Context: an optimization exercise on an open-source flow, tuned for small area, a short achievable clock period and few clock cycles per item. The choices shown serve that exercise and are no tape-out recipe.
In this exercise RTL edits were held to simulation tests only and were not proved equivalent to the original.
No activity file was given, so power comes from the tool's default toggle rates.

--- design/flow/config.mk ---
export PLATFORM = sky130hd
export DESIGN_NAME = pack_cell_extreme_aggregator_top
export DESIGN_NICKNAME = pack_cell_extreme_aggregator_top
export VERILOG_FILES = /design/flow/design.v
export SDC_FILE = /design/flow/constraint.sdc
export NUM_CORES = 4
export LEC_CHECK = 0
export CAP_MARGIN = 20
export CORE_MARGIN = 2
export CORE_UTILIZATION = 40
export SETUP_SLACK_MARGIN = 4.7
export SLEW_MARGIN = 20
--- design/flow/constraint.sdc ---
create_clock -name core_clock -period 9.0 [get_ports {clk}]
set_input_delay 1.8000 -clock core_clock [delete_from_list [all_inputs] [get_ports {clk}]]
set_output_delay 1.8000 -clock core_clock [all_outputs]
set_load 0.01 [all_outputs]
--- design/flow/design.v ---
`timescale 1ns / 1ps
package pcea_pkg;
  localparam int PACKS_DEFAULT = 18;
  localparam logic [20:0] CODE_VOLT = 21'h18FF36;
  localparam logic [20:0] CODE_TEMP = 21'h18FF4B;
  localparam int IN_DATA_W  = 96;
  localparam int OUT_DATA_W = 96;
  localparam int SUM_W      = 14;   
endpackage
`timescale 1ns / 1ps
module pcea_front #(
  parameter int PACKS = pcea_pkg::PACKS_DEFAULT
) (
  input  logic                           clk,
  input  logic                           rst_n,
  input  logic                           in_tvalid,
  output logic                           in_tready,
  input  logic [pcea_pkg::IN_DATA_W-1:0] in_tdata,
  input  logic                           in_tuser,
  input  logic                           stall,        
  input  logic                           rdy,          
  output logic [PACKS-1:0]               wv_r,         
  output logic [PACKS-1:0]               wt_r,         
  output logic                           ev_r,         
  output logic [63:0]                    bytes_r
);
  logic [7:0]  pack_raw;
  logic [7:0]  pack_dec;
  logic [20:0] code;
  logic        is_volt;
  logic        is_temp;
  logic        take;
  assign pack_raw = in_tdata[7:0];
  assign pack_dec = (pack_raw != 8'd0) ? pack_raw - 8'd1 : 8'd0;
  assign code     = in_tdata[28:8];
  assign is_volt  = code == pcea_pkg::CODE_VOLT;
  assign is_temp  = code == pcea_pkg::CODE_TEMP;
  assign take     = in_tvalid && rdy;
  always_ff @(posedge clk) begin
    if (!rst_n) begin
      wv_r  <= '0;
      wt_r  <= '0;
      ev_r  <= 1'b0;
    end else begin
      if (take) begin
        for (int p = 0; p < PACKS; p++) begin
          wv_r[p] <= !in_tuser && is_volt && pack_dec == 8'(p);
          wt_r[p] <= !in_tuser && is_temp && pack_dec == 8'(p);
        end
        ev_r <= in_tuser;
      end else if (!stall) begin
        wv_r <= '0;
        wt_r <= '0;
        ev_r <= 1'b0;
      end
    end
  end
  always_ff @(posedge clk) begin
    if (take) begin
      bytes_r <= in_tdata[92:29];
    end
  end
  assign in_tready = rdy;
endmodule
`timescale 1ns / 1ps
module pcea_queue #(
  parameter int W      = 16,
  parameter bit IS_MAX = 1'b1
) (
  input  logic            clk,
  input  logic [18*W-1:0] val,
  input  logic [18*8-1:0] cl,
  output logic [W-1:0]    rval,
  output logic [7:0]      rcl
);
  function automatic logic ge(input logic [W-1:0] a, input logic [W-1:0] b);
    logic [W-1:0] g;
    logic [W-1:0] p;
    g = a & ~b;
    p = a | ~b;
    for (int l = 0; l < $clog2(W); l++) begin
      for (int i = 0; i < (W >> (l + 1)); i++) begin
        g[i] = g[2*i+1] | (p[2*i+1] & g[2*i]);
        p[i] = p[2*i+1] & p[2*i];
      end
    end
    ge = g[0] | p[0];
  endfunction
  function automatic logic beats(input logic [W-1:0] b, input logic [W-1:0] a);
    beats = IS_MAX ? ge(b, a) : ge(a, b);
  endfunction
  logic [W-1:0] v    [18];
  logic [7:0]   c    [18];
  logic [8:0]   d1;
  logic [8:0]   d1_r;
  logic [W-1:0] n1   [9];
  logic [7:0]   n1c  [9];
  logic [2:0]   b2;
  logic [2:0]   t2;
  logic [W-1:0] gv   [3];
  logic [7:0]   gc   [3];
  logic [W-1:0] gv_r [3];
  logic [7:0]   gc_r [3];
  logic         rb;
  logic         rt;
  always_comb begin
    for (int i = 0; i < 18; i++) begin
      v[i] = val[W*i +: W];
      c[i] = cl[8*i +: 8];
    end
    for (int k = 0; k < 9; k++) begin
      d1[k] = beats(v[2*k+1], v[2*k]);
    end
  end
  always_ff @(posedge clk) begin
    d1_r <= d1;
  end
  always_comb begin
    for (int k = 0; k < 9; k++) begin
      n1[k]  = d1_r[k] ? v[2*k+1] : v[2*k];
      n1c[k] = d1_r[k] ? c[2*k+1] : c[2*k];
    end
    for (int g = 0; g < 3; g++) begin
      b2[g] = beats(n1[3*g+1], n1[3*g]);
      t2[g] = beats(n1[3*g+2], n1[3*g]) && beats(n1[3*g+2], n1[3*g+1]);
      gv[g] = t2[g] ? n1[3*g+2]  : (b2[g] ? n1[3*g+1]  : n1[3*g]);
      gc[g] = t2[g] ? n1c[3*g+2] : (b2[g] ? n1c[3*g+1] : n1c[3*g]);
    end
  end
  always_ff @(posedge clk) begin
    for (int g = 0; g < 3; g++) begin
      gv_r[g] <= gv[g];
      gc_r[g] <= gc[g];
    end
  end
  always_comb begin
    rb   = beats(gv_r[1], gv_r[0]);
    rt   = beats(gv_r[2], gv_r[0]) && beats(gv_r[2], gv_r[1]);
    rval = rt ? gv_r[2] : (rb ? gv_r[1] : gv_r[0]);
    rcl  = rt ? gc_r[2] : (rb ? gc_r[1] : gc_r[0]);
  end
endmodule
`timescale 1ns / 1ps
module pcea_back #(
  parameter int PACKS = pcea_pkg::PACKS_DEFAULT
) (
  input  logic                            clk,
  input  logic                            rst_n,
  input  logic [PACKS-1:0]                wv_r,
  input  logic [PACKS-1:0]                wt_r,
  input  logic                            ev_r,
  input  logic [63:0]                     bytes_r,
  output logic                            stall,
  output logic                            rdy_r,        
  output logic                            out_tvalid,
  input  logic                            out_tready,
  output logic [pcea_pkg::OUT_DATA_W-1:0] out_tdata
);
  localparam int SUM_W = pcea_pkg::SUM_W;
  logic [PACKS*16-1:0] vmax_r, vmin_r;
  logic [PACKS*8-1:0]  vmax_cell_r, vmin_cell_r;
  logic [PACKS*8-1:0]  tmax_r, tmin_r, tmax_cell_r, tmin_cell_r;
  logic [SUM_W-1:0]    sum_r;
  logic [63:0]      wd;
  logic [PACKS-1:0] env, ent;
  logic             stall_r;
  logic             any_t;
  assign wd    = bytes_r & {64{rst_n}};
  assign env   = (wv_r & {PACKS{!stall_r}}) | {PACKS{!rst_n}};
  assign ent   = (wt_r & {PACKS{!stall_r}}) | {PACKS{!rst_n}};
  assign any_t = (|wt_r) && !stall_r;
  always_ff @(posedge clk) begin
    for (int p = 0; p < PACKS; p++) begin
      if (env[p]) begin
        vmax_r[16*p +: 16]    <= {wd[23:16], wd[31:24]};
        vmin_r[16*p +: 16]    <= {wd[39:32], wd[47:40]};
        vmax_cell_r[8*p +: 8] <= wd[55:48];
        vmin_cell_r[8*p +: 8] <= wd[63:56];
      end
      if (ent[p]) begin
        tmax_r[8*p +: 8]      <= wd[7:0];
        tmin_r[8*p +: 8]      <= wd[15:8];
        tmax_cell_r[8*p +: 8] <= wd[23:16];
        tmin_cell_r[8*p +: 8] <= wd[31:24];
      end
    end
  end
  logic [7:0] old_max, old_min;
  always_comb begin
    old_max = '0;
    old_min = '0;
    for (int p = 0; p < PACKS; p++) begin
      old_max = old_max | ({8{wt_r[p]}} & tmax_r[8*p +: 8]);
      old_min = old_min | ({8{wt_r[p]}} & tmin_r[8*p +: 8]);
    end
  end
  logic [9:0] dsum_r;
  logic       dv_r;
  always_ff @(posedge clk) begin
    dsum_r <= 10'(bytes_r[7:0]) + 10'(bytes_r[15:8]) - 10'(old_max) - 10'(old_min);
  end
  always_ff @(posedge clk) begin
    if (!rst_n) begin
      dv_r  <= 1'b0;
      sum_r <= '0;
    end else begin
      dv_r <= any_t;
      if (dv_r) begin
        sum_r <= sum_r + {{(SUM_W-10){dsum_r[9]}}, dsum_r};
      end
    end
  end
  logic [15:0] vh, vl;
  logic [7:0]  vhc, vlc, th, thc, tl, tlc;
  pcea_queue #(.W(16), .IS_MAX(1'b1)) u_vh (.clk(clk), .val(vmax_r), .cl(vmax_cell_r), .rval(vh), .rcl(vhc));
  pcea_queue #(.W(16), .IS_MAX(1'b0)) u_vl (.clk(clk), .val(vmin_r), .cl(vmin_cell_r), .rval(vl), .rcl(vlc));
  pcea_queue #(.W(8),  .IS_MAX(1'b1)) u_th (.clk(clk), .val(tmax_r), .cl(tmax_cell_r), .rval(th), .rcl(thc));
  pcea_queue #(.W(8),  .IS_MAX(1'b0)) u_tl (.clk(clk), .val(tmin_r), .cl(tmin_cell_r), .rval(tl), .rcl(tlc));
  logic a2_v_r, a3_v_r, c1_v_r, c2_v_r, c3_v_r, out_v_r;
  logic a2_go;
  logic a2_v_nx, out_v_nx, busy_nx;
  assign stall    = stall_r;
  assign a2_go    = a2_v_r && !stall_r;
  assign a2_v_nx  = stall_r || ev_r;
  assign out_v_nx = c3_v_r || (out_v_r && !out_tready);
  assign busy_nx  = a2_go || a3_v_r || c1_v_r || c2_v_r || out_v_nx;
  always_ff @(posedge clk) begin
    if (!rst_n) begin
      a2_v_r  <= 1'b0;
      a3_v_r  <= 1'b0;
      c1_v_r  <= 1'b0;
      c2_v_r  <= 1'b0;
      c3_v_r  <= 1'b0;
      out_v_r <= 1'b0;
      stall_r <= 1'b0;
      rdy_r   <= 1'b1;
    end else begin
      a2_v_r  <= a2_v_nx;
      a3_v_r  <= a2_go;
      c1_v_r  <= a3_v_r;
      c2_v_r  <= c1_v_r;
      c3_v_r  <= c2_v_r;
      out_v_r <= out_v_nx;
      stall_r <= a2_v_nx && busy_nx;
      rdy_r   <= !(a2_v_nx && busy_nx);
    end
  end
  logic [79:0]      res_r;
  logic [SUM_W-1:0] sum_snap_r;
  logic [SUM_W-1:0] rem_r;
  logic [17:0]      m15_r;
  logic [18:0]      m31_r;
  logic             rdy_res_r;
  logic [8:0]       avg_r;
  logic [25:0]      prod;
  always_ff @(posedge clk) begin
    if (a2_go) begin
      sum_snap_r <= sum_r;
    end
    if (a3_v_r) begin
      res_r <= {tlc, tl, thc, th, vlc, vl, vhc, vh};
    end
  end
  assign prod = {m15_r, 9'd0} + 26'(m31_r);
  always_ff @(posedge clk) begin
    rem_r     <= sum_snap_r - SUM_W'(res_r[55:48]) - SUM_W'(res_r[71:64]);
    m15_r     <= {rem_r, 4'd0} - 18'(rem_r);
    m31_r     <= {rem_r, 5'd0} - 19'(rem_r);
    rdy_res_r <= (res_r[39:24] != 16'd0) && (res_r[71:64] != 8'd0);
    avg_r     <= {rdy_res_r, prod[25:18]};
  end
  assign out_tvalid = out_v_r;
  assign out_tdata  = {7'd0, avg_r, res_r};
endmodule
`timescale 1ns / 1ps
module pack_cell_extreme_aggregator_top #(
  parameter int PACKS = pcea_pkg::PACKS_DEFAULT
) (
  input  logic                            clk,
  input  logic                            rst_n,
  input  logic                            in_tvalid,
  output logic                            in_tready,
  input  logic [pcea_pkg::IN_DATA_W-1:0]  in_tdata,
  input  logic                            in_tuser,
  output logic                            out_tvalid,
  input  logic                            out_tready,
  output logic [pcea_pkg::OUT_DATA_W-1:0] out_tdata
);
  logic [PACKS-1:0] wv, wt;
  logic             ev;
  logic [63:0]      bytes;
  logic             stall;
  logic             rdy;
  pcea_front #(
    .PACKS(PACKS)
  ) u_front (
    .clk      (clk),
    .rst_n    (rst_n),
    .in_tvalid(in_tvalid),
    .in_tready(in_tready),
    .in_tdata (in_tdata),
    .in_tuser (in_tuser),
    .stall     (stall),
    .rdy       (rdy),
    .wv_r     (wv),
    .wt_r     (wt),
    .ev_r     (ev),
    .bytes_r  (bytes)
  );
  pcea_back #(
    .PACKS(PACKS)
  ) u_back (
    .clk       (clk),
    .rst_n     (rst_n),
    .wv_r      (wv),
    .wt_r      (wt),
    .ev_r      (ev),
    .bytes_r   (bytes),
    .stall     (stall),
    .rdy_r     (rdy),
    .out_tvalid(out_tvalid),
    .out_tready(out_tready),
    .out_tdata (out_tdata)
  );
endmodule
--- design/flow/run.sh ---
#!/bin/bash
# synth_recipe.tcl (not shown) runs the flow's synth.tcl, then flattens the netlist and writes it again
# the make line also repeats each setting of config.mk as NAME=value (left out here)
make -C /OpenROAD-flow-scripts/flow DESIGN_CONFIG=/design/flow/config.mk WORK_HOME=/design/flow/orfs CLKGATE_MAP_FILE= SYNTH_SCRIPT=/design/flow/synth_recipe.tcl finish
==> impl_metrics.env, run 1 <==
export IMPL_drive_gt1_share_pct=12.3
export IMPL_drtIter0Drc=4907
export IMPL_holdPathEnd="u_back.avg_r[8]"
export IMPL_multi_input_area_mm2=0.0355
export IMPL_gp_congestion=0.945
export IMPL_hp_class="reg -> reg"
export IMPL_synthArstFlopShare_pct=0
export IMPL_vdd_drop_max_uv=206
export IMPL_grt_pass1_vias=59700
export IMPL_syn_avg_cell_area_um2=12.7
export IMPL_slew_viol_final=0
export IMPL_netlist_top_cells_area="edfxtp_1 51%, mux2i_1 9.3%, dfxtp_1 8.4%"
export IMPL_status="timing/DRC/antenna clean"
export IMPL_cp_slowest_cell="mux2i_1"
export IMPL_syn_inst=7400
export IMPL_grt_pass1_wl_um=378000
export IMPL_crit_path_end_kind="flip-flop"
export IMPL_reg2reg_to="u_back.res_r[46]"
export IMPL_dp_cells=10600
export IMPL_critPathMaxStageDelay_ns=0.57
export IMPL_start_util_pct=40.1
export IMPL_start_kind="flip-flop"
export IMPL_ant_nets=0
export IMPL_pre_cts_slack_ns=3.71
export IMPL_min_from="u_back.rdy_res_r"
export IMPL_cts_sinks=1995
export IMPL_holdPathStages=0
export IMPL_fin_skew_ns=0.0666
export IMPL_wl_per_cell_um=23.3
export IMPL_yosys_area_top_type_share_pct=51.0
export IMPL_die_x_um=489
export IMPL_final_util_pct=46.0
export IMPL_setup_slack_ns=4.82
export IMPL_relSlewSlack_pct=22.1
export IMPL_vias=61000
export IMPL_worst_path_most_repeated_cell="maj3_1"
export IMPL_instances_no_fill=11100
export IMPL_p_leak_nw=41.0
export IMPL_nets=7911
export IMPL_cp_max_fo=22
export IMPL_clk_latency_ns=0.87
export IMPL_ff_latch_area_mm2=0.0560
export IMPL_fin_crit_ns=4.18
export IMPL_ios=199
export IMPL_cts_buffer_depth=3
export IMPL_dr_pass1_iters=6
export IMPL_hpwlAfterDp_um=179000
export IMPL_hold_buffers=0
export IMPL_synth_edf_count=1598
export IMPL_synth_most_common_cell="edfxtp_1"
export IMPL_r2r_setup_slack_ns=4.82
export IMPL_hold_violations=0
export IMPL_io_buffers=188
export IMPL_drc=0
export IMPL_synth_distinct_cells=86
export IMPL_placementRows=178
export IMPL_clk_pin_slew_ns=0.07
export IMPL_r2r_start="u_back.u_vl.gv_r[2][0]"
export IMPL_antenna_found_initial=11
export IMPL_setup_tns_final_ns=0
export IMPL_yosysWarnings=38
export IMPL_fin_crit_sh_pct=46.4
export IMPL_cts_root_buf="clkbuf_16"
export IMPL_die_height_um=489
export IMPL_ys_top_cells_by_count="1,598 x edfxtp_1, 871 x mux2i_1, 607 x inv_1"
export IMPL_rsz0062_at_grt="false"
export IMPL_cp_arrival_ns=4.71
export IMPL_ys_seq_area_share_pct=59.4
export IMPL_pwr_density_cell_mw_per_mm2=247
export IMPL_worstPathRequired_ns=9.53
export IMPL_core_mm2=0.235
export IMPL_areaGrowthSynthToFinish_pct=14.5
export IMPL_synth_top_flop_cell="edfxtp_1"
export IMPL_avgViaCountPerCell=5.51
export IMPL_fill_cells=20900
export IMPL_r2r_cells=11
export IMPL_grt_max_degree=73
export IMPL_wl_um=258000
export IMPL_drv_cap=0
export IMPL_grtUsageTotal_pct=21.0
export IMPL_final_area_mm2=0.108
export IMPL_cts_tree="built"
export IMPL_fmax_mhz=239
export IMPL_ys_ff_latch=1995
export IMPL_gr_total_overflow=0
export IMPL_finalSetupViolCount=0
export IMPL_dieArea_mm2=0.239
export IMPL_place_area_mm2=0.100
export IMPL_htree_num_levels=4
export IMPL_yosysTopAreaCell="edfxtp_1"
export IMPL_syn_area_mm2=0.0941
export IMPL_cts_made_buffers=215
export IMPL_critPathKind="reg -> reg"
export IMPL_worst_pin_slew_ns=1.16
export IMPL_path_cells="nor2b_1 > maj3_1 > a221oi_1 > o221ai_1 > o2111ai_1 > maj3_1 > maj3_1 > maj3_1 > o211ai_1 > buf_6 > mux2i_1"
## layout by cell type (no fill, tap or decap), drive strengths merged, types with 128 or more instances in the layout
master	netlist	routed
edfxtp	1598	1598
mux2i	871	871
inv	607	620
nand2	431	431
dfxtp	397	397
mux2	375	375
maj3	367	367
o21ai	359	359
nor2	306	306
clkbuf	118	289
a21oi	216	216
clkdlybuf4s50	0	187
nor2b	154	154
buf	115	140
nand2b	137	137
a22oi	128	128
## critical path: cells and delay by family (launching register included)
kind | cells | cell delay, ns
and+or+nand+nor | 1 | 0.19
buffers and inverters | 1 | 0.36
DFF | 1 | 0.46
adders and majority gates | 4 | 1.35
muxes | 1 | 0.57
AOI/OAI and AO/OA | 4 | 0.86
## worst max path at each step
stage / slack, ns / depth (start not counted) / to / from
after global routing: 4.71 / 10 / u_front.wt_r[7] / in_tdata[0]
after CTS: 4.71 / 10 / u_back.u_vl.gc_r[0][5] / u_back.u_vl.d1_r[1]
after floorplan: 4.15 / 4 / u_back.vmax_cell_r[0] / rst_n
final: 4.82 / 11 / u_back.res_r[46] / u_back.u_vl.gv_r[2][0]
after detailed placement: 3.71 / 9 / u_front.wt_r[12] / in_tuser
after global placement: 3.70 / 9 / u_front.wt_r[12] / in_tuser
## report_power, final
group | total, mW | switching [mW] | internal (mW)
sequential | 11.8 | 0.702 | 11.1
combinational | 6.06 | 3.51 | 2.55
clock | 8.81 | 3.74 | 5.07
total | 26.6 | 7.96 | 18.7
## stage by stage
step	total power [mW]	hold slack, ns
floorplan	15.9	0.310
global placement	17.8	0.313
detailed placement	17.9	0.315
CTS	26.8	0.329
global route	27.7	0.343
finish	26.6	0.328
## state kept, by name (all words and copies together), names as in the netlist, 48 cells and up
signal and count:
u_back.res_r 80, u_back.tmax_cell_r 144, u_back.tmax_r 144, u_back.tmin_cell_r 144, u_back.tmin_r 144, u_back.u_vh.gv_r 48
u_back.u_vl.gv_r 48, u_back.vmax_cell_r 144, u_back.vmax_r 288, u_back.vmin_cell_r 144, u_back.vmin_r 288, u_front.bytes_r 64
## cell families after synthesis
family	share of synthesized area [%]
flops	59.4
compound gates	10.5
simple gates	6.91
mux	13.8
buf+inv	3.50
fa+ha+maj	5.28
xor+xnor	0.540
other cells	0.00399
## layout make-up
class	count	area share, %
sequential	1995	51.9
multi-input combinational	4572	32.9
tap	3150	3.66
clock buffer	288	5.57
antenna	3	0.00696
inverter	607	2.12
timing repair buffer	328	2.77
clock inverter	121	1.04
## layer usage
layer,vias up,routed length (µm),GRT usage (%)
li1,28500,-,-
met5,-,23,0
met3,422,13200,2.73
met2,1813,124000,35.6
met4,4,7710,6.61
met1,30200,113000,27.9
## timing repair
item,CTS,global route
buffers inserted,1,6
gates resized for setup,6,15
gates cloned,0,1
pin swaps,2,2
setup endpoints to repair,41,84
Testbench counts, summed over its fixed seeds: cycles 16,984, evals 1,288.
==> inputs of run 2 (changes only) <==
--- a/design/flow/config.mk
+++ b/design/flow/config.mk
@@ -9,4 +9,3 @@
 export CORE_MARGIN = 2
 export CORE_UTILIZATION = 40
-export SETUP_SLACK_MARGIN = 4.7
 export SLEW_MARGIN = 20
==> impl_metrics.env, run 2 <==
export IMPL_htree_num_levels=4
export IMPL_wl_um=257000
export IMPL_finalSetupViolCount=0
export IMPL_vias=61100
export IMPL_fin_crit_ns=4.55
export IMPL_drtIter0Drc=4966
export IMPL_grt_max_degree=58
export IMPL_avgViaCountPerCell=5.52
export IMPL_drive_gt1_share_pct=12.0
export IMPL_holdPathStages=0
export IMPL_clk_latency_ns=0.86
export IMPL_path_cells="inv_1 > maj3_1 > o221ai_1 > o2111ai_1 > maj3_1 > maj3_1 > maj3_1 > o211ai_1 > buf_4 > mux2i_1"
export IMPL_grt_pass1_wl_um=381000
export IMPL_cts_tree="built"
export IMPL_crit_path_end_kind="flip-flop"
export IMPL_slew_viol_final=0
export IMPL_cts_made_buffers=214
export IMPL_hp_class="reg -> reg"
export IMPL_setup_tns_final_ns=0
export IMPL_cp_slowest_cell="o211ai_1"
export IMPL_rsz0062_at_grt="false"
export IMPL_fin_skew_ns=0.0534
export IMPL_ys_top_cells_by_count="1,598 x edfxtp_1, 871 x mux2i_1, 607 x inv_1"
export IMPL_die_height_um=489
export IMPL_mostFrequentLayoutCells="1,598 x edfxtp_1, 871 x mux2i_1, 606 x inv_1"
export IMPL_yosysWarnings=38
export IMPL_synth_xor_area_share_pct=0.540
export IMPL_cp_arrival_ns=5.11
export IMPL_synth_simple_gate_area_share_pct=6.91
export IMPL_reg2reg_to="u_back.res_r[47]"
export IMPL_ys_seq_area_share_pct=59.4
export IMPL_cts_buffer_depth=3
export IMPL_cts_resized=0
export IMPL_placementRows=178
export IMPL_core_mm2=0.235
export IMPL_muxShareOfSynthArea_pct=13.8
export IMPL_start_util_pct=40.1
export IMPL_pwr_density_cell_mw_per_mm2=245
export IMPL_status="timing/DRC/antenna clean"
export IMPL_synth_edf_count=1598
export IMPL_synth_top_flop_cell="edfxtp_1"
export IMPL_synth_distinct_cells=86
export IMPL_cts_setup_buffers=0
export IMPL_synth_top_family_by_area="multiplexers"
export IMPL_fin_crit_sh_pct=50.6
export IMPL_r2r_setup_slack_ns=4.45
export IMPL_synth_fa_ha_area_share_pct=5.28
export IMPL_syn_avg_cell_area_um2=12.7
export IMPL_holdWs_ns=0.326
export IMPL_worstPathRequired_ns=9.55
export IMPL_r2r_cells=10
export IMPL_yosysTopAreaCell="edfxtp_1"
export IMPL_cp_max_fo=16
export IMPL_gp_congestion=0.918
export IMPL_gr_total_overflow=0
export IMPL_synthArstFlopShare_pct=0
export IMPL_final_util_pct=45.8
export IMPL_holdPathEnd="u_back.avg_r[8]"
export IMPL_synth_compound_area_share_pct=10.5
export IMPL_relSlewSlack_pct=18.8
export IMPL_reg_largest_list="u_back.vmax_r x288, u_back.vmin_r x288"
export IMPL_netlist_top_cells_area="edfxtp_1 51%, mux2i_1 9.3%, dfxtp_1 8.4%"
export IMPL_dr_pass1_iters=6
export IMPL_ys_ff_latch=1995
export IMPL_ios=199
export IMPL_antenna_found_initial=9
export IMPL_mostFrequentLayoutCell="edfxtp_1"
export IMPL_power_mw=26.3
export IMPL_worst_path_most_repeated_cell="maj3_1"
export IMPL_start_kind="flip-flop"
export IMPL_die_x_um=489
export IMPL_grtUsageTotal_pct=21.1
export IMPL_syn_inst=7400
export IMPL_wl_per_cell_um=23.2
export IMPL_grt_pass1_vias=60600
export IMPL_hpwlAfterDp_um=179000
export IMPL_vdd_drop_max_uv=222
export IMPL_clk_pin_slew_ns=0.06
export IMPL_io_buffers=188
export IMPL_synth_most_common_cell="edfxtp_1"
export IMPL_cts_root_buf="clkbuf_16"
export IMPL_r2r_start="u_back.u_vl.gv_r[2][4]"
export IMPL_ant_nets=0
export IMPL_fmax_mhz=220
export IMPL_critPathKind="reg -> reg"
export IMPL_yosys_area_top_type_share_pct=51.0
export IMPL_dieArea_mm2=0.239
export IMPL_syn_area_mm2=0.0941
export IMPL_nets=7906
export IMPL_areaGrowthSynthToFinish_pct=14.1
export IMPL_cts_sinks=1995
export IMPL_drc=0
export IMPL_drv_cap=0
export IMPL_hold_buffers=0
export IMPL_min_from="u_back.rdy_res_r"
export IMPL_p_leak_nw=40.9
export IMPL_critPathMaxStageDelay_ns=0.82
export IMPL_worst_pin_slew_ns=1.21
export IMPL_hold_violations=0
run 2: metal layers:
layer / vias to the layer above / routed length [µm] / share of wire, % / GRT usage [%]
met2: 1741 / 123000 / 48 / 35.4
li1: 28500 / - / - / -
met3: 430 / 12900 / 5.0 / 3.00
met5: - / 27 / 0.011 / 0
met4: 4 / 8400 / 3.3 / 6.98
met1: 30400 / 112000 / 44 / 28.0
run 2: worst max-delay path: cells and delay by family (launching register included):
kind,cells,cell delay [ns]
AO/OA/AOI/OAI,3,1.16
adder cells (fa/ha/maj),4,1.46
buffers and inverters,2,0.58
flip-flops,1,0.40
multiplexers,1,0.64
run 2: layout make-up:
type                            instances  area [µm²]
Clock buffer                          315        6120
Sequential cell                      1995       55900
Multi-Input combinational cell       4571       35400
Timing Repair Buffer                  325        2920
Clock inverter                         92         769
Tap cell                             3150        3940
Inverter                              607        2280
Fill cell                           20800      127000
Antenna cell                            4        10.0
run 2: where the power goes:
group,internal [mW],switching [mW]
registers,11.1,0.684
logic,2.52,3.46
clock network,4.88,3.68
run 2: metrics by stage:
stage | cells | worst slack, ns | area [µm²]
2_1_floorplan | 7406 | 4.14 | 94100
3_3_place_gp | 10600 | 3.67 | 100000
3_5_place_dp | 10600 | 3.53 | 100000
4_1_cts | 11100 | 4.41 | 107000
5_1_grt | 11100 | 4.19 | 107000
6_report | 11100 | 4.45 | 107000
run 2: worst max-delay path by stage:
stage,start,endpoint,slack [ns],cells past startpoint
after floorplan,rst_n,u_back.vmax_cell_r[136],4.14,4
after global placement,in_tuser,u_front.wt_r[12],3.67,8
after detailed placement,in_tuser,u_front.wt_r[12],3.53,8
after CTS,u_back.u_vl.gv_r[2][4],u_back.res_r[44],4.41,10
after global routing,u_back.u_vl.gv_r[2][0],u_back.res_r[47],4.19,11
final,u_back.u_vl.gv_r[2][4],u_back.res_r[47],4.45,10
run 2: cell families after synthesis:
| group | Yosys count |
|---|---|
| AO/OA/AOI/OAI | 1457 |
| XOR/XNOR | 58 |
| adder cells (fa/ha/maj) | 458 |
| buffers and inverters | 840 |
| flip-flops | 1995 |
| multiplexers | 1246 |
| other | 1 |
| AND/OR/NAND/NOR | 1345 |
==> inputs of run 3 (changes only) <==
--- a/design/flow/config.mk
+++ b/design/flow/config.mk
@@ -9,3 +9,4 @@
 export CORE_MARGIN = 2
 export CORE_UTILIZATION = 40
+export SETUP_SLACK_MARGIN = 5
 export SLEW_MARGIN = 20
==> impl_metrics.env, run 3 <==
export IMPL_cp_arrival_ns=4.53
export IMPL_start_util_pct=40.1
export IMPL_crit_path_end_kind="flip-flop"
export IMPL_die_x_um=489
export IMPL_critPathCapture="u_back.res_r[6]"
export IMPL_hp_class="reg -> reg"
export IMPL_critPathKind="reg -> reg"
export IMPL_hold_violations=0
export IMPL_clk_pin_slew_ns=0.06
export IMPL_r2r_cells=11
export IMPL_start_kind="flip-flop"
export IMPL_ys_ff_latch=1995
export IMPL_hpwlAfterDp_um=177000
export IMPL_synthArstFlopShare_pct=0
export IMPL_drv_cap=0
export IMPL_pwr_density_cell_mw_per_mm2=248
export IMPL_htree_num_levels=4
export IMPL_worst_pin_slew_ns=1.20
export IMPL_holdWs_ns=0.339
export IMPL_cts_root_buf="clkbuf_16"
export IMPL_finalSetupViolCount=0
export IMPL_slew_viol_final=0
export IMPL_hold_buffers=0
export IMPL_wl_per_cell_um=23.2
export IMPL_synth_top_flop_cell="edfxtp_1"
export IMPL_ios=199
export IMPL_io_buffers=188
export IMPL_drc=0
export IMPL_avgViaCountPerCell=5.52
export IMPL_final_util_pct=46.2
export IMPL_dr_pass1_iters=6
export IMPL_clk_latency_ns=0.88
export IMPL_drtIter0Drc=5472
export IMPL_r2r_start="u_back.u_vh.gv_r[0][0]"
export IMPL_grt_pass1_wl_um=378000
export IMPL_synth_edf_count=1598
export IMPL_antenna_found_initial=11
export IMPL_placementRows=178
export IMPL_wl_um=257000
export IMPL_reg2reg_to="u_back.res_r[6]"
export IMPL_mostFrequentLayoutCell="edfxtp_1"
export IMPL_fin_crit_ns=3.92
export IMPL_synth_distinct_cells=86
export IMPL_fin_crit_sh_pct=43.5
export IMPL_vias=61200
export IMPL_synth_most_common_cell="edfxtp_1"
export IMPL_grtUsageTotal_pct=21.0
export IMPL_areaGrowthSynthToFinish_pct=15.2
export IMPL_cts_made_buffers=210
export IMPL_p_leak_nw=41.3
export IMPL_reg_largest_list="u_back.vmax_r x288, u_back.vmin_r x288"
export IMPL_drive_gt1_share_pct=12.8
export IMPL_ys_top_cells_by_count="1,598 x edfxtp_1, 871 x mux2i_1, 607 x inv_1"
export IMPL_cp_max_fo=14
export IMPL_cts_sinks=1995
export IMPL_core_mm2=0.235
export IMPL_cts_buffer_depth=3
export IMPL_ant_nets=0
export IMPL_grt_max_degree=89
export IMPL_dieArea_mm2=0.239
export IMPL_syn_area_mm2=0.0941
export IMPL_vdd_drop_max_uv=224
export IMPL_grt_pass1_vias=60300
export IMPL_status="timing/DRC/antenna clean"
export IMPL_syn_avg_cell_area_um2=12.7
export IMPL_rsz0062_at_grt="false"
export IMPL_gr_total_overflow=0
export IMPL_cts_tree="built"
export IMPL_mostFrequentLayoutCells="1,598 x edfxtp_1, 859 x mux2i_1, 603 x inv_1"
export IMPL_yosysTopAreaCell="edfxtp_1"
export IMPL_r2r_setup_slack_ns=5.08
export IMPL_fin_skew_ns=0.0453
export IMPL_setup_slack_ns=5.08
export IMPL_ys_seq_area_share_pct=59.4
export IMPL_worstPathRequired_ns=9.62
export IMPL_yosys_area_top_type_share_pct=51.0
export IMPL_nets=7931
export IMPL_gp_congestion=0.904
export IMPL_yosysWarnings=38
export IMPL_setup_tns_final_ns=0
export IMPL_die_height_um=489
export IMPL_netlist_top_cells_area="edfxtp_1 51%, mux2i_1 9.3%, dfxtp_1 8.4%"
export IMPL_relSlewSlack_pct=20.0
export IMPL_syn_inst=7400
export IMPL_fmax_mhz=255
export IMPL_fill_cells=20800
export IMPL_pre_cts_slack_ns=4.01
export IMPL_worstSetupStartpoint="u_back.u_vh.gv_r[0][0]"
[run 3: layer usage]
metal	GRT usage, %	vias up	wire length [µm]
met1	27.8	30400	112000
met2	35.1	1900	122000
met5	0	-	0
met3	2.96	416	14200
li1	-	28500	-
met4	7.28	0	8420
[run 3: cell type report]
class	count	area [µm²]	area share [%]
Antenna cell	4	10.0	0.00924
Clock buffer	299	5980	5.52
Clock inverter	102	1330	1.22
Inverter	607	2290	2.11
Multi-Input combinational cell	4575	35600	32.8
Sequential cell	1995	56000	51.6
Tap cell	3150	3940	3.64
Timing Repair Buffer	350	3280	3.02
[run 3: cells by family (layout without fill, tap and decap cells)]
logic type | after synthesis | count (layout) | share of synthesized area [%]
DFF | 1995 | 1995 | 59.4
buffers and inverters | 840 | 1358 | 3.50
AOI/OAI and AO/OA | 1457 | 1460 | 10.5
and+or+nand+nor | 1345 | 1346 | 6.91
adders and majority gates | 458 | 458 | 5.28
xor gates and xnor gates | 58 | 58 | 0.540
other | 1 | 11 | 0.00399
muxes | 1246 | 1246 | 13.8
[run 3: worst min-delay path by stage]
stage               cells past startpoint             start               to  slack (ns)
finish                                  0  u_back.rdy_res_r  u_back.avg_r[8]        0.34
global route                            0  u_back.rdy_res_r  u_back.avg_r[8]        0.36
CTS                                     0  u_back.rdy_res_r  u_back.avg_r[8]        0.34
detailed placement                      0  u_back.rdy_res_r  u_back.avg_r[8]        0.32
global placement                        0  u_back.rdy_res_r  u_back.avg_r[8]        0.32
floorplan                               0  u_back.rdy_res_r  u_back.avg_r[8]        0.31
[run 3: repair_timing]
action / CTS / global route
setup endpoints to repair: 157 / 170
pin swaps: 6 / 5
cloned: 3 / 1
gates resized for setup: 26 / 49
setup buffers: 9 / 8
[run 3: critical path, stage by stage (launching register included)]
cell and delay, ns:
dfxtp_1 0.32, nor2b_1 0.13, maj3_1 0.35, maj3_1 0.37
maj3_2 0.31, maj3_2 0.31, maj3_1 0.43, a21bo_4 0.34
o2bb2ai_4 0.24, buf_4 0.24, a221o_1 0.35, mux2_2 0.27
[run 3: report_power, final]
part	internal, mW	total (mW)	switching, mW
Combinational	2.60	6.05	3.45
Clock	5.27	9.01	3.75
Sequential	11.1	11.8	0.724
[run 3: through the flow]
stage               area, µm²  cells  power (mW)
finish                 108000  11100        26.8
global route           108000  11100        28.0
CTS                    108000  11100        26.9
detailed placement     101000  10700        17.8
global placement       101000  10700        17.7
floorplan               94100   7406        15.9
==> inputs of run 4 (changes only) <==
--- a/design/flow/design.v
+++ b/design/flow/design.v
@@ -95,5 +95,5 @@
   logic [8:0]   d1_r;
   logic [W-1:0] n1   [9];
-  logic [7:0]   n1c  [9];
+  logic [17:0]  oh;
   logic [2:0]   b2;
   logic [2:0]   t2;
@@ -118,12 +118,20 @@
   always_comb begin
     for (int k = 0; k < 9; k++) begin
-      n1[k]  = d1_r[k] ? v[2*k+1] : v[2*k];
-      n1c[k] = d1_r[k] ? c[2*k+1] : c[2*k];
+      n1[k] = d1_r[k] ? v[2*k+1] : v[2*k];
     end
     for (int g = 0; g < 3; g++) begin
       b2[g] = beats(n1[3*g+1], n1[3*g]);
       t2[g] = beats(n1[3*g+2], n1[3*g]) && beats(n1[3*g+2], n1[3*g+1]);
-      gv[g] = t2[g] ? n1[3*g+2]  : (b2[g] ? n1[3*g+1]  : n1[3*g]);
-      gc[g] = t2[g] ? n1c[3*g+2] : (b2[g] ? n1c[3*g+1] : n1c[3*g]);
+      gv[g] = t2[g] ? n1[3*g+2] : (b2[g] ? n1[3*g+1] : n1[3*g]);
+      oh[6*g+5] = t2[g] && d1_r[3*g+2];
+      oh[6*g+4] = t2[g] && !d1_r[3*g+2];
+      oh[6*g+3] = !t2[g] && b2[g] && d1_r[3*g+1];
+      oh[6*g+2] = !t2[g] && b2[g] && !d1_r[3*g+1];
+      oh[6*g+1] = !t2[g] && !b2[g] && d1_r[3*g];
+      oh[6*g]   = !t2[g] && !b2[g] && !d1_r[3*g];
+      gc[g] = '0;
+      for (int l = 0; l < 6; l++) begin
+        gc[g] = gc[g] | ({8{oh[6*g+l]}} & c[6*g+l]);
+      end
     end
   end
==> impl_metrics.env, run 4 <==
export IMPL_io_buffers=188
export IMPL_min_from="u_back.rdy_res_r"
export IMPL_hp_class="reg -> reg"
export IMPL_cp_max_fo=35
export IMPL_cts_buffer_depth=3
export IMPL_yosys_area_top_type_share_pct=52.2
export IMPL_synth_most_common_cell="edfxtp_1"
export IMPL_seqPwrFrac_pct=43.9
export IMPL_worst_path_most_repeated_cell="maj3_1"
export IMPL_core_mm2=0.229
export IMPL_hold_violations=0
export IMPL_wl_um=250000
export IMPL_drtIter0Drc=5012
export IMPL_worstSetupStartpoint="u_back.u_vl.d1_r[1]"
export IMPL_areaGrowthSynthToFinish_pct=16.5
export IMPL_mostFrequentLayoutCells="1,598 x edfxtp_1, 792 x mux2i_1, 620 x inv_1"
export IMPL_syn_avg_cell_area_um2=13.1
export IMPL_syn_inst=7038
export IMPL_cts_sinks=1995
export IMPL_critPathMaxStageDelay_ns=0.38
export IMPL_vias=58200
export IMPL_fin_skew_ns=0.0376
export IMPL_p_leak_nw=40.6
export IMPL_drive_gt1_share_pct=14.9
export IMPL_fmax_mhz=251
export IMPL_path_cells="buf_6 > mux2_2 > nor2_1 > maj3_1 > maj3_1 > maj3_1 > maj3_1 > a21oi_1 > o21ai_0 > a31oi_4 > o21ai_2 > mux2_2"
export IMPL_r2r_start="u_back.u_vl.d1_r[1]"
export IMPL_ff_latch_area_mm2=0.0560
export IMPL_clkPwrFrac_pct=33.2
export IMPL_fin_crit_sh_pct=44.2
export IMPL_ant_nets=0
export IMPL_placementRows=176
export IMPL_slew_viol_final=0
export IMPL_gp_congestion=0.914
export IMPL_wl_per_cell_um=23.5
export IMPL_dr_pass1_iters=6
export IMPL_cp_arrival_ns=4.72
export IMPL_synth_edf_count=1598
export IMPL_worstPathRequired_ns=9.74
export IMPL_worst_pin_slew_ns=1.17
export IMPL_finalSetupViolCount=0
export IMPL_critPathKind="reg -> reg"
export IMPL_yosysWarnings=34
export IMPL_nets=7626
export IMPL_holdWs_ns=0.332
export IMPL_clk_pin_slew_ns=0.06
export IMPL_status="timing/DRC/antenna clean"
export IMPL_antenna_found_initial=8
export IMPL_power_internal_mw=18.9
export IMPL_p_switching_mw=7.69
export IMPL_synth_distinct_cells=87
export IMPL_htree_num_levels=4
export IMPL_vdd_drop_max_uv=166
export IMPL_hold_buffers=0
export IMPL_die_x_um=484
export IMPL_place_area_mm2=0.0982
export IMPL_mostFrequentLayoutCell="edfxtp_1"
export IMPL_final_area_mm2=0.107
export IMPL_grt_pass1_wl_um=365000
export IMPL_crit_path_end_kind="flip-flop"
export IMPL_setup_tns_final_ns=0
export IMPL_cts_tree="built"
export IMPL_cts_root_buf="clkbuf_16"
export IMPL_cp_slowest_cell="maj3_1"
export IMPL_multi_input_area_mm2=0.0339
export IMPL_p_sw_share_pct=29.0
export IMPL_cts_made_buffers=211
export IMPL_drv_cap=0
export IMPL_ys_top_cells_by_count="1,598 x edfxtp_1, 821 x mux2i_1, 623 x inv_1"
export IMPL_fin_crit_ns=3.98
export IMPL_syn_area_mm2=0.0920
export IMPL_drc=0
export IMPL_ys_ff_latch=1995
export IMPL_synth_top_flop_cell="edfxtp_1"
export IMPL_pwr_share_comb_pct=22.9
export IMPL_gr_total_overflow=0
export IMPL_netlist_top_cells_area="edfxtp_1 52%, mux2i_1 8.9%, dfxtp_1 8.6%"
export IMPL_yosysTopAreaCell="edfxtp_1"
export IMPL_relSlewSlack_pct=21.9
export IMPL_synthArstFlopShare_pct=0
export IMPL_dieArea_mm2=0.234
export IMPL_reg_largest_list="u_back.vmax_r x288, u_back.vmin_r x288"
export IMPL_avgViaCountPerCell=5.47
export IMPL_clk_latency_ns=0.87
export IMPL_ios=199
export IMPL_pwr_density_cell_mw_per_mm2=248
export IMPL_start_kind="flip-flop"
export IMPL_pre_cts_slack_ns=3.30
export IMPL_hpwlAfterDp_um=169000
export IMPL_grt_max_degree=65
export IMPL_start_util_pct=40.1
export IMPL_grt_pass1_vias=57400
export IMPL_setup_slack_ns=5.02
export IMPL_ys_seq_area_share_pct=60.8
export IMPL_grtUsageTotal_pct=20.6
export IMPL_rsz0062_at_grt="true"
export IMPL_die_height_um=484
export IMPL_fill_cells=20100
-- run 4: cell count changes in the layout (fill, tap and decap cells not counted), moves of 22 or more --
| cell | previous run | this run |
|---|---|---|
| maj3_2 | 18 | 52 |
| nand3_1 | 61 | 37 |
| nand2b_1 | 137 | 107 |
| o21ai_0 | 313 | 291 |
| nand2_1 | 430 | 396 |
| o211ai_1 | 56 | 26 |
| maj3_1 | 349 | 394 |
| nor2_1 | 303 | 212 |
| mux2i_1 | 859 | 792 |
| a221oi_1 | 96 | 71 |
-- run 4: area by class of cell --
class / instances / area share (%)
Clock buffer: 299 / 5.63
Clock inverter: 101 / 0.966
Antenna cell: 4 / 0.00934
Sequential cell: 1995 / 52.2
Timing Repair inverter: 1 / 0.00467
Multi-Input combinational cell: 4208 / 31.6
Timing Repair Buffer: 394 / 3.82
Tap cell: 3026 / 3.53
Inverter: 623 / 2.19
-- run 4: metrics by stage --
step                      util [%]  total power, mW  cells
after floorplan                  -             15.6   7044
after global placement        42.8             17.3  10200
after detailed placement      42.9             17.5  10200
after CTS                     46.4             26.5  10600
after global routing          46.8             27.6  10600
final                         46.8             26.5  10700
-- run 4: routing by layer --
metal / global-route usage, % / part of all wire [%]
met5: 0 / 0
met4: 6.73 / 3.1
met3: 2.81 / 5.2
met2: 34.7 / 48
met1: 27.5 / 44
-- run 4: path summary, 6_finish.rpt --
check,endpoint,slack (ns),cells after the start
setup / recovery,u_back.u_vl.gv_r[0][4],5.02,12
hold / removal,u_back.avg_r[8],0.33,0
setup reg to reg,u_back.u_vl.gv_r[0][4],5.02,12
hold reg to reg,u_back.avg_r[8],0.33,0
-- run 4: timing repair --
| item | in CTS | in global routing |
|---|---|---|
| endpoints found under the setup margin | 257 | 223 |
| resized for setup | 113 | 90 |
| buffers inserted | 28 | 36 |
| pin swaps | 16 | 15 |
| gates cloned | 10 | 10 |
-- run 4: cell families after synthesis --
family	share of synthesized area (%)
AO/OA/AOI/OAI	9.30
buffers and inverters	3.64
flip-flops	60.8
AND/OR/NAND/NOR	5.93
adder cells (fa/ha/maj)	6.31
multiplexers	13.4
XOR/XNOR	0.619
other	0.00408
-- run 4: worst max-delay path: cells and delay by family (launching register included) --
kind / cells / cell delay, ns
AO/OA/AOI/OAI: 4 / 1.04
adder cells (fa/ha/maj): 4 / 1.49
buffers and inverters: 1 / 0.32
flip-flops: 1 / 0.32
multiplexers: 2 / 0.60
AND/OR/NAND/NOR: 1 / 0.06
-- run 4: power by group through the flow --
stage	logic [mW]	clock network, mW	registers, mW
2_1_floorplan	3.98	0	11.6
3_3_place_gp	5.56	0	11.8
3_5_place_dp	5.64	0	11.8
4_1_cts	5.91	8.99	11.6
6_report	6.09	8.82	11.6
5_1_grt	6.55	9.35	11.7
Testbench counts of run 4, summed over its fixed seeds: cycles 16,984, evals 1,288.
==> inputs of run 5 (changes only) <==
--- a/design/flow/config.mk
+++ b/design/flow/config.mk
@@ -9,4 +9,6 @@
 export CORE_MARGIN = 2
 export CORE_UTILIZATION = 40
+export CTS_CLUSTER_DIAMETER = 100
+export CTS_CLUSTER_SIZE = 30
 export SETUP_SLACK_MARGIN = 5
 export SLEW_MARGIN = 20
==> impl_metrics.env, run 5 <==
export IMPL_mostFrequentLayoutCells="1,598 x edfxtp_1, 787 x mux2i_1, 619 x inv_1"
export IMPL_r2r_cells=12
export IMPL_ios=199
export IMPL_synth_top_flop_cell="edfxtp_1"
export IMPL_reg_largest_list="u_back.vmax_r x288, u_back.vmin_r x288"
export IMPL_areaGrowthSynthToFinish_pct=12.1
export IMPL_status="timing/DRC/antenna clean"
export IMPL_yosysWarnings=34
export IMPL_synth_distinct_cells=87
export IMPL_r2r_start="u_back.u_vh.gv_r[2][0]"
export IMPL_grt_pass1_wl_um=360000
export IMPL_dieArea_mm2=0.234
export IMPL_netlist_top_cells_area="edfxtp_1 52%, mux2i_1 8.9%, dfxtp_1 8.6%"
export IMPL_hp_class="reg -> reg"
export IMPL_die_height_um=484
export IMPL_core_mm2=0.229
export IMPL_fin_crit_sh_pct=44.4
export IMPL_syn_inst=7038
export IMPL_ys_ff_latch=1995
export IMPL_ant_nets=0
export IMPL_r2r_setup_slack_ns=5.00
export IMPL_drv_cap=0
export IMPL_cts_sinks=1995
export IMPL_drtIter0Drc=5186
export IMPL_cts_made_buffers=91
export IMPL_start_util_pct=40.1
export IMPL_grt_max_degree=65
export IMPL_power_internal_mw=15.8
export IMPL_critPathKind="reg -> reg"
export IMPL_nets=7489
export IMPL_drc=0
export IMPL_ys_seq_area_share_pct=60.8
export IMPL_mostFrequentLayoutCell="edfxtp_1"
export IMPL_worst_pin_slew_ns=1.17
export IMPL_avgViaCountPerCell=5.50
export IMPL_synth_most_common_cell="edfxtp_1"
export IMPL_fmax_mhz=250
export IMPL_reg2reg_to="u_back.res_r[13]"
export IMPL_vdd_drop_max_uv=149
export IMPL_hpwlAfterDp_um=169000
export IMPL_worstPathRequired_ns=9.49
export IMPL_htree_num_levels=3
export IMPL_synthArstFlopShare_pct=0
export IMPL_clk_latency_ns=0.77
export IMPL_synth_edf_count=1598
export IMPL_slew_viol_final=0
export IMPL_hold_violations=0
export IMPL_vias=57300
export IMPL_dr_pass1_iters=6
export IMPL_cts_buffer_depth=3
export IMPL_fill_cells=20400
export IMPL_placementRows=176
export IMPL_die_x_um=484
export IMPL_p_switching_mw=7.12
export IMPL_cts_root_buf="clkbuf_16"
export IMPL_dp_cells=10200
export IMPL_syn_avg_cell_area_um2=13.1
export IMPL_ys_top_cells_by_count="1,598 x edfxtp_1, 821 x mux2i_1, 623 x inv_1"
export IMPL_p_sw_share_pct=31.1
export IMPL_cts_tree="built"
export IMPL_clkPwrFrac_pct=22.8
export IMPL_grtUsageTotal_pct=20.3
export IMPL_pwr_density_cell_mw_per_mm2=222
export IMPL_clk_pin_slew_ns=0.11
export IMPL_p_leak_nw=38.6
export IMPL_antenna_found_initial=10
export IMPL_gr_total_overflow=0
export IMPL_syn_area_mm2=0.0920
export IMPL_ff_latch_area_mm2=0.0560
export IMPL_fin_skew_ns=0.0415
export IMPL_rsz0062_at_grt="true"
export IMPL_grt_pass1_vias=56100
export IMPL_fin_crit_ns=4.00
export IMPL_start_kind="flip-flop"
export IMPL_instances_no_fill=10400
export IMPL_seqPwrFrac_pct=50.7
export IMPL_multi_input_area_mm2=0.0339
export IMPL_cp_max_fo=24
export IMPL_cp_arrival_ns=4.49
export IMPL_wl_um=247000
export IMPL_io_buffers=188
export IMPL_critPathCapture="u_back.res_r[13]"
export IMPL_gp_congestion=0.914
export IMPL_drive_gt1_share_pct=12.8
export IMPL_yosysTopAreaCell="edfxtp_1"
export IMPL_setup_tns_final_ns=0
export IMPL_pwr_share_comb_pct=26.4
export IMPL_crit_path_end_kind="flip-flop"
export IMPL_worstSetupStartpoint="u_back.u_vh.gv_r[2][0]"
export IMPL_wl_per_cell_um=23.7
export IMPL_yosys_area_top_type_share_pct=52.2
export IMPL_finalSetupViolCount=0
export IMPL_relSlewSlack_pct=22.1
## run 5: power by group through the flow
stage / sequential, mW / clock (mW) / combinational [mW]
3_5_place_dp: 11.8 / 0 / 5.64
4_1_cts: 11.6 / 5.37 / 5.91
3_3_place_gp: 11.8 / 0 / 5.56
5_1_grt: 11.7 / 5.68 / 6.52
6_report: 11.6 / 5.23 / 6.06
2_1_floorplan: 11.6 / 0 / 3.98
## run 5: kinds of logic after synthesis
logic type / after synthesis / share of synthesized area (%)
xor+xnor: 65 / 0.619
compound gates: 1285 / 9.30
fa+ha+maj: 538 / 6.31
buf+inv: 847 / 3.64
other cells: 1 / 0.00408
simple gates: 1122 / 5.93
mux: 1185 / 13.4
flops: 1995 / 60.8
## run 5: worst min-delay path by stage
stage / startpoint / cells after the start / slack [ns] / to
2_1_floorplan: u_back.rdy_res_r / 0 / 0.31 / u_back.avg_r[8]
3_3_place_gp: u_back.rdy_res_r / 0 / 0.32 / u_back.avg_r[8]
3_5_place_dp: u_back.rdy_res_r / 0 / 0.32 / u_back.avg_r[8]
4_1_cts: u_back.rdy_res_r / 0 / 0.35 / u_back.avg_r[8]
5_1_grt: u_back.rdy_res_r / 0 / 0.36 / u_back.avg_r[8]
6_report: u_back.rdy_res_r / 0 / 0.35 / u_back.avg_r[8]
## run 5: final cells by class
type	count	share of cell area (%)
well taps	3026	3.67
repair buffers	377	3.84
flip-flops and latches	1995	54.3
diodes	18	0.0437
repair inverters	1	0.00485
clock buffers	120	2.39
clock inverters	47	0.580
inverters	623	2.28
multi-input cells	4208	32.9
## run 5: worst max-delay path, stage by stage (launching register included)
cell	delay (ns)
dfxtp_1	0.42
nor2b_1	0.07
maj3_1	0.36
maj3_1	0.37
maj3_1	0.36
maj3_1	0.38
maj3_1	0.39
a21oi_1	0.22
nor3_1	0.09
a211oi_1	0.22
nand2_1	0.07
buf_4	0.28
mux2i_2	0.52
## run 5: repair_timing
action	in CTS	in global routing
pin swaps	15	21
hold buffers	0	0
endpoints found under the setup margin	262	246
setup buffers	27	21
gates resized for setup	115	111
cloned	10	10
## run 5: metal layers
layer | global-route usage [%] | wire length (µm) | vias up
met5 | 0 | 0 | -
li1 | - | - | 26800
met2 | 34.6 | 120000 | 1590
met3 | 2.10 | 12500 | 311
met4 | 5.77 | 6560 | 0
met1 | 27.4 | 108000 | 28700
## run 5: through the flow
| stage | setup WS [ns] | power, mW | hold WS, ns | utilization, % | instance area (µm²) |
|---|---|---|---|---|---|
| 3_3_place_gp | 3.41 | 17.3 | 0.317 | 42.8 | 98200 |
| 4_1_cts | 5.00 | 22.9 | 0.347 | 44.6 | 102000 |
| 2_1_floorplan | 4.89 | 15.6 | 0.310 | - | 92100 |
| 3_5_place_dp | 3.30 | 17.5 | 0.319 | 42.9 | 98200 |
| 6_report | 5.00 | 22.9 | 0.345 | 45.0 | 103000 |
| 5_1_grt | 4.87 | 23.9 | 0.356 | 45.0 | 103000 |
==> inputs of run 6 (changes only) <==
--- a/design/flow/config.mk
+++ b/design/flow/config.mk
@@ -8,7 +8,8 @@
 export CAP_MARGIN = 20
 export CORE_MARGIN = 2
-export CORE_UTILIZATION = 40
+export CORE_UTILIZATION = 60
 export CTS_CLUSTER_DIAMETER = 100
 export CTS_CLUSTER_SIZE = 30
+export PLACE_DENSITY = 0.7
 export SETUP_SLACK_MARGIN = 5
 export SLEW_MARGIN = 20
==> impl_metrics.env, run 6 <==
export IMPL_synthArstFlopShare_pct=0
export IMPL_final_util_pct=66.4
export IMPL_dr_pass1_iters=7
export IMPL_areaGrowthSynthToFinish_pct=9.71
export IMPL_holdWs_ns=0.337
export IMPL_rsz0062_at_grt="true"
export IMPL_cts_root_buf="clkbuf_16"
export IMPL_p_leak_nw=38.1
export IMPL_grt_max_degree=106
export IMPL_ys_top_cells_by_count="1,598 x edfxtp_1, 821 x mux2i_1, 623 x inv_1"
export IMPL_mostFrequentLayoutCells="1,598 x edfxtp_1, 795 x mux2i_1, 616 x inv_1"
export IMPL_die_x_um=396
export IMPL_cts_sinks=1995
export IMPL_syn_inst=7038
export IMPL_slew_viol_final=0
export IMPL_synth_distinct_cells=87
export IMPL_io_buffers=188
export IMPL_cts_made_buffers=77
export IMPL_htree_num_levels=3
export IMPL_hpwlAfterDp_um=160000
export IMPL_clk_pin_slew_ns=0.12
export IMPL_start_kind="flip-flop"
export IMPL_grtUsageTotal_pct=29.5
export IMPL_instances_no_fill=9390
export IMPL_worstPathRequired_ns=9.46
export IMPL_start_util_pct=60.5
export IMPL_yosysTopAreaCell="edfxtp_1"
export IMPL_synth_edf_count=1598
export IMPL_ys_ff_latch=1995
export IMPL_placementRows=143
export IMPL_ant_nets=0
export IMPL_drtIter0Drc=5481
export IMPL_fin_skew_ns=0.0302
export IMPL_clk_latency_ns=0.72
export IMPL_drive_gt1_share_pct=12.0
export IMPL_ys_seq_area_share_pct=60.8
export IMPL_synth_most_common_cell="edfxtp_1"
export IMPL_fill_cells=11200
export IMPL_wl_um=235000
export IMPL_relSlewSlack_pct=19.3
export IMPL_drv_cap=0
export IMPL_synth_top_flop_cell="edfxtp_1"
export IMPL_antenna_found_initial=8
export IMPL_dieArea_mm2=0.156
export IMPL_grt_pass1_wl_um=348000
export IMPL_gp_congestion=0.926
export IMPL_grt_pass1_vias=57000
export IMPL_yosysWarnings=34
export IMPL_status="timing/DRC/antenna clean"
export IMPL_syn_avg_cell_area_um2=13.1
export IMPL_critPathKind="reg -> reg"
export IMPL_nets=7485
export IMPL_dp_cells=9169
export IMPL_ios=199
export IMPL_fin_crit_sh_pct=43.8
export IMPL_setup_tns_final_ns=0
export IMPL_cts_buffer_depth=3
export IMPL_wl_per_cell_um=25.1
export IMPL_crit_path_end_kind="flip-flop"
export IMPL_avgViaCountPerCell=6.18
export IMPL_cp_max_fo=5
export IMPL_cts_tree="built"
export IMPL_finalSetupViolCount=0
export IMPL_syn_area_mm2=0.0920
export IMPL_hold_buffers=0
export IMPL_reg_largest_list="u_back.vmax_r x288, u_back.vmin_r x288"
export IMPL_yosys_area_top_type_share_pct=52.2
export IMPL_fin_crit_ns=3.94
export IMPL_die_height_um=396
export IMPL_drc=0
export IMPL_pwr_density_cell_mw_per_mm2=218
export IMPL_fmax_mhz=254
export IMPL_vias=58100
export IMPL_netlist_top_cells_area="edfxtp_1 52%, mux2i_1 8.9%, dfxtp_1 8.6%"
export IMPL_vdd_drop_max_uv=206
export IMPL_mostFrequentLayoutCell="edfxtp_1"
export IMPL_gr_total_overflow=0
export IMPL_cp_arrival_ns=4.40
export IMPL_hp_class="reg -> reg"
export IMPL_core_mm2=0.152
export IMPL_worst_pin_slew_ns=1.20
export IMPL_hold_violations=0
-- run 6: cell counts after synthesis --
Identical to the previous run, type by type.
-- run 6: power breakdown --
part | switching [mW] | internal, mW
combinational | 3.28 | 2.65
sequential | 0.635 | 11.0
clock | 2.72 | 1.74
-- run 6: critical path: stages, from the launching register on --
cell and delay [ns]:
dfxtp_1 0.34, nor2b_1 0.13, maj3_1 0.38, maj3_2 0.32, maj3_1 0.37, maj3_1 0.38
maj3_2 0.32, maj3_2 0.36, maj3_4 0.43, mux2_2 0.30, mux2_2 0.35
-- run 6: routing by layer --
metal | track usage, % | part of all wire [%] | routed length (µm) | vias to the layer above
met5 | 0 | 0 | 0 | -
met4 | 10.3 | 3.6 | 8510 | 0
met3 | 4.04 | 7.1 | 16700 | 386
met2 | 48.8 | 47 | 112000 | 2068
met1 | 40.2 | 42 | 98500 | 28900
li1 | - | - | - | 26700
-- run 6: worst paths after layout --
kind	cells after the start	to	slack, ns	startpoint
setup / recovery	10	u_back.res_r[65]	5.06	u_back.u_tl.gv_r[1][0]
hold / removal	0	u_back.avg_r[8]	0.34	u_back.rdy_res_r
setup reg to reg	10	u_back.res_r[65]	5.06	u_back.u_tl.gv_r[1][0]
hold reg to reg	0	u_back.avg_r[8]	0.34	u_back.rdy_res_r
-- run 6: timing repair --
| item | CTS | global route |
|---|---|---|
| cloned | 7 | 4 |
| resized for setup | 103 | 90 |
| endpoints found under the setup margin | 244 | 211 |
| pin swaps | 17 | 13 |
| buffers inserted | 32 | 31 |
-- run 6: logic make-up after synthesis --
logic type               Yosys count  synth area share [%]
flip-flops                      1995                  60.8
multiplexers                    1185                  13.4
adder cells (fa/ha/maj)          538                  6.31
AO/OA/AOI/OAI                   1285                  9.30
buffers and inverters            847                  3.64
XOR/XNOR                          65                 0.619
AND/OR/NAND/NOR                 1122                  5.93
other                              1               0.00408
-- run 6: cell type report --
type	instances	area [µm²]	share of cell area (%)
diodes	4	10.0	0.00992
clock buffers	135	2230	2.21
clock inverters	7	92.6	0.0917
inverters	623	2360	2.34
multi-input cells	4207	33800	33.5
flip-flops and latches	1995	56000	55.5
well taps	2030	2540	2.52
repair buffers	388	3910	3.87
repair inverters	1	5.00	0.00496
-- run 6: per-stage QoR --
| stage | power (mW) | instance area, µm² | setup slack, ns |
|---|---|---|---|
| global route | 22.9 | 101000 | 4.93 |
| detailed placement | 17.4 | 97000 | 3.25 |
| CTS | 21.9 | 100000 | 5.00 |
| finish | 22.0 | 101000 | 5.06 |
| global placement | 17.2 | 97000 | 3.44 |
| floorplan | 15.6 | 92100 | 4.89 |
==> inputs of run 7 (changes only) <==
--- a/design/flow/config.mk
+++ b/design/flow/config.mk
@@ -8,8 +8,7 @@
 export CAP_MARGIN = 20
 export CORE_MARGIN = 2
-export CORE_UTILIZATION = 60
-export CTS_CLUSTER_DIAMETER = 100
-export CTS_CLUSTER_SIZE = 30
-export PLACE_DENSITY = 0.7
+export CORE_UTILIZATION = 40
+export CTS_CLUSTER_DIAMETER = 80
+export CTS_CLUSTER_SIZE = 24
 export SETUP_SLACK_MARGIN = 5
 export SLEW_MARGIN = 20
==> impl_metrics.env, run 7 <==
export IMPL_status="timing/DRC/antenna clean"
export IMPL_dp_cells=10200
export IMPL_ys_ff_latch=1995
export IMPL_clk_latency_ns=0.82
export IMPL_mostFrequentLayoutCells="1,598 x edfxtp_1, 786 x mux2i_1, 619 x inv_1"
export IMPL_drive_gt1_share_pct=13.5
export IMPL_setup_slack_ns=4.95
export IMPL_drc=0
export IMPL_worst_pin_slew_ns=1.17
export IMPL_synth_edf_count=1598
export IMPL_die_height_um=484
export IMPL_vias=57600
export IMPL_cts_sinks=1995
export IMPL_fmax_mhz=247
export IMPL_grt_pass1_vias=56300
export IMPL_nets=7528
export IMPL_syn_inst=7038
export IMPL_hpwlAfterDp_um=169000
export IMPL_pwr_density_cell_mw_per_mm2=228
export IMPL_fin_crit_sh_pct=45.0
export IMPL_place_area_mm2=0.0982
export IMPL_ys_top_cells_by_count="1,598 x edfxtp_1, 821 x mux2i_1, 623 x inv_1"
export IMPL_cts_tree="built"
export IMPL_rsz0062_at_grt="true"
export IMPL_core_mm2=0.229
export IMPL_instances_no_fill=10500
export IMPL_hold_buffers=0
export IMPL_setup_tns_final_ns=0
export IMPL_multi_input_area_mm2=0.0339
export IMPL_gr_total_overflow=0
export IMPL_io_buffers=188
export IMPL_fill_cells=20300
export IMPL_cp_arrival_ns=4.59
export IMPL_yosys_area_top_type_share_pct=52.2
export IMPL_clk_pin_slew_ns=0.09
export IMPL_vdd_drop_max_uv=182
export IMPL_critPathKind="reg -> reg"
export IMPL_die_x_um=484
export IMPL_gp_congestion=0.914
export IMPL_fin_skew_ns=0.0570
export IMPL_worstPathRequired_ns=9.53
export IMPL_cts_buffer_depth=3
export IMPL_htree_num_levels=3
export IMPL_p_leak_nw=39.1
export IMPL_crit_path_end_kind="flip-flop"
export IMPL_syn_avg_cell_area_um2=13.1
export IMPL_cts_root_buf="clkbuf_16"
export IMPL_ios=199
export IMPL_areaGrowthSynthToFinish_pct=13.2
export IMPL_start_kind="flip-flop"
export IMPL_mostFrequentLayoutCell="edfxtp_1"
export IMPL_yosysWarnings=34
export IMPL_final_util_pct=45.4
export IMPL_placementRows=176
export IMPL_syn_area_mm2=0.0920
export IMPL_grt_pass1_wl_um=361000
export IMPL_power_mw=23.8
export IMPL_grtUsageTotal_pct=20.4
export IMPL_hp_class="reg -> reg"
export IMPL_slew_viol_final=0
export IMPL_antenna_found_initial=9
export IMPL_wl_per_cell_um=23.6
export IMPL_pre_cts_slack_ns=3.30
export IMPL_finalSetupViolCount=0
export IMPL_wl_um=247000
export IMPL_synth_distinct_cells=87
export IMPL_ff_latch_area_mm2=0.0560
export IMPL_synthArstFlopShare_pct=0
export IMPL_cp_max_fo=24
export IMPL_drv_cap=0
export IMPL_hold_violations=0
export IMPL_synth_top_flop_cell="edfxtp_1"
export IMPL_ys_seq_area_share_pct=60.8
export IMPL_avgViaCountPerCell=5.50
export IMPL_ant_nets=0
export IMPL_start_util_pct=40.1
export IMPL_final_area_mm2=0.104
export IMPL_holdWs_ns=0.339
export IMPL_cts_made_buffers=118
export IMPL_reg_largest_list="u_back.vmax_r x288, u_back.vmin_r x288"
export IMPL_drtIter0Drc=4965
export IMPL_netlist_top_cells_area="edfxtp_1 52%, mux2i_1 8.9%, dfxtp_1 8.6%"
export IMPL_relSlewSlack_pct=21.7
export IMPL_grt_max_degree=65
export IMPL_synth_most_common_cell="edfxtp_1"
export IMPL_fin_crit_ns=4.05
export IMPL_dr_pass1_iters=10
export IMPL_dieArea_mm2=0.234
export IMPL_yosysTopAreaCell="edfxtp_1"
## run 7: routing by layer
| layer | GRT usage (%) | share of wire [%] | up-vias |
|---|---|---|---|
| li1 | - | - | 26900 |
| met1 | 27.4 | 44 | 28700 |
| met2 | 34.5 | 48 | 1629 |
| met3 | 2.39 | 5.1 | 332 |
| met4 | 5.98 | 3.1 | 0 |
| met5 | 0 | 0 | - |
## run 7: final timing paths
| kind | slack (ns) | startpoint | end | cells past startpoint |
|---|---|---|---|---|
| max | 4.95 | u_back.u_vh.gv_r[2][0] | u_back.res_r[13] | 12 |
| min | 0.34 | u_back.rdy_res_r | u_back.avg_r[8] | 0 |
| max reg2reg | 4.95 | u_back.u_vh.gv_r[2][0] | u_back.res_r[13] | 12 |
| min reg2reg | 0.34 | u_back.rdy_res_r | u_back.avg_r[8] | 0 |
## run 7: power breakdown
part / total, mW / internal [mW] / leakage (nW) / switching (mW)
Clock: 6.07 / 2.72 / 1.95 / 3.35
Sequential: 11.6 / 11.0 / 19.7 / 0.609
Combinational: 6.07 / 2.69 / 17.5 / 3.38
Total: 23.8 / 16.4 / 39.1 / 7.34
## run 7: layout make-up
cell class	count	share of cell area, %
Tap cell	3026	3.64
Multi-Input combinational cell	4208	32.6
Sequential cell	1995	53.8
Inverter	623	2.26
Clock buffer	151	3.06
Timing Repair Buffer	389	3.86
Timing Repair inverter	1	0.00481
Antenna cell	5	0.0120
Clock inverter	69	0.806
## run 7: critical path, cell delays in order (launching register included)
cell,delay [ns]
dfxtp_1,0.40
nor2b_1,0.07
maj3_1,0.36
maj3_1,0.37
maj3_1,0.36
maj3_1,0.38
maj3_1,0.39
a21oi_1,0.22
nor3_1,0.09
a211oi_1,0.22
nand2_1,0.07
buf_4,0.29
mux2i_2,0.54
## run 7: cells by family (layout without fill, tap and decap cells)
logic type | after synthesis | count (layout) | synth area share [%]
xor+xnor | 65 | 65 | 0.619
mux | 1185 | 1185 | 13.4
compound gates | 1285 | 1288 | 9.30
simple gates | 1122 | 1122 | 5.93
flops | 1995 | 1995 | 60.8
other cells | 1 | 12 | 0.00408
fa+ha+maj | 538 | 541 | 6.31
buf+inv | 847 | 1233 | 3.64
## run 7: timing repair
item | CTS | global route
endpoints found under the setup margin | 257 | 235
pin swaps | 16 | 19
setup buffers | 32 | 30
cloned | 10 | 8
gates resized for setup | 118 | 101

[re-timing with driven ports]
The flow's constraints put no driver on any port. The routed layouts listed below were extracted and timed again, unchanged, in two steps.
Step 1, drivers: a clkbuf_16 drives clk and a buf_2 each remaining input, both assumed.
Step 2 moves the port delays by t, midway between the first and last clock arrival at a register: inputs arrive t later, outputs are due t later. That takes back most of the time a late clock gives input paths.
Slacks: no drivers / after step 1 / after step 2; pairs: no drivers / after step 1.
run	shift t [ns]	setup slack, ns	worst setup path after step 2
run 1	0.926	4.823 / 4.823 / 3.970	input to register
run 2	0.937	4.449 / 4.449 / 3.629	input to register
run 3	0.953	5.081 / 5.050 / 4.365	input to register
run 4	0.941	5.019 / 5.019 / 4.140	input to register
run 5	0.836	5.002 / 5.002 / 4.377	input to register
run 6	0.799	5.060 / 5.060 / 4.496	input to register
run 7	0.879	4.946 / 4.946 / 4.308	input to register
After both steps every run listed still meets setup and hold. For run 4, which loses most, drivers alone change the setup slack by 0.000 ns; drivers and shift together by -0.879 ns.
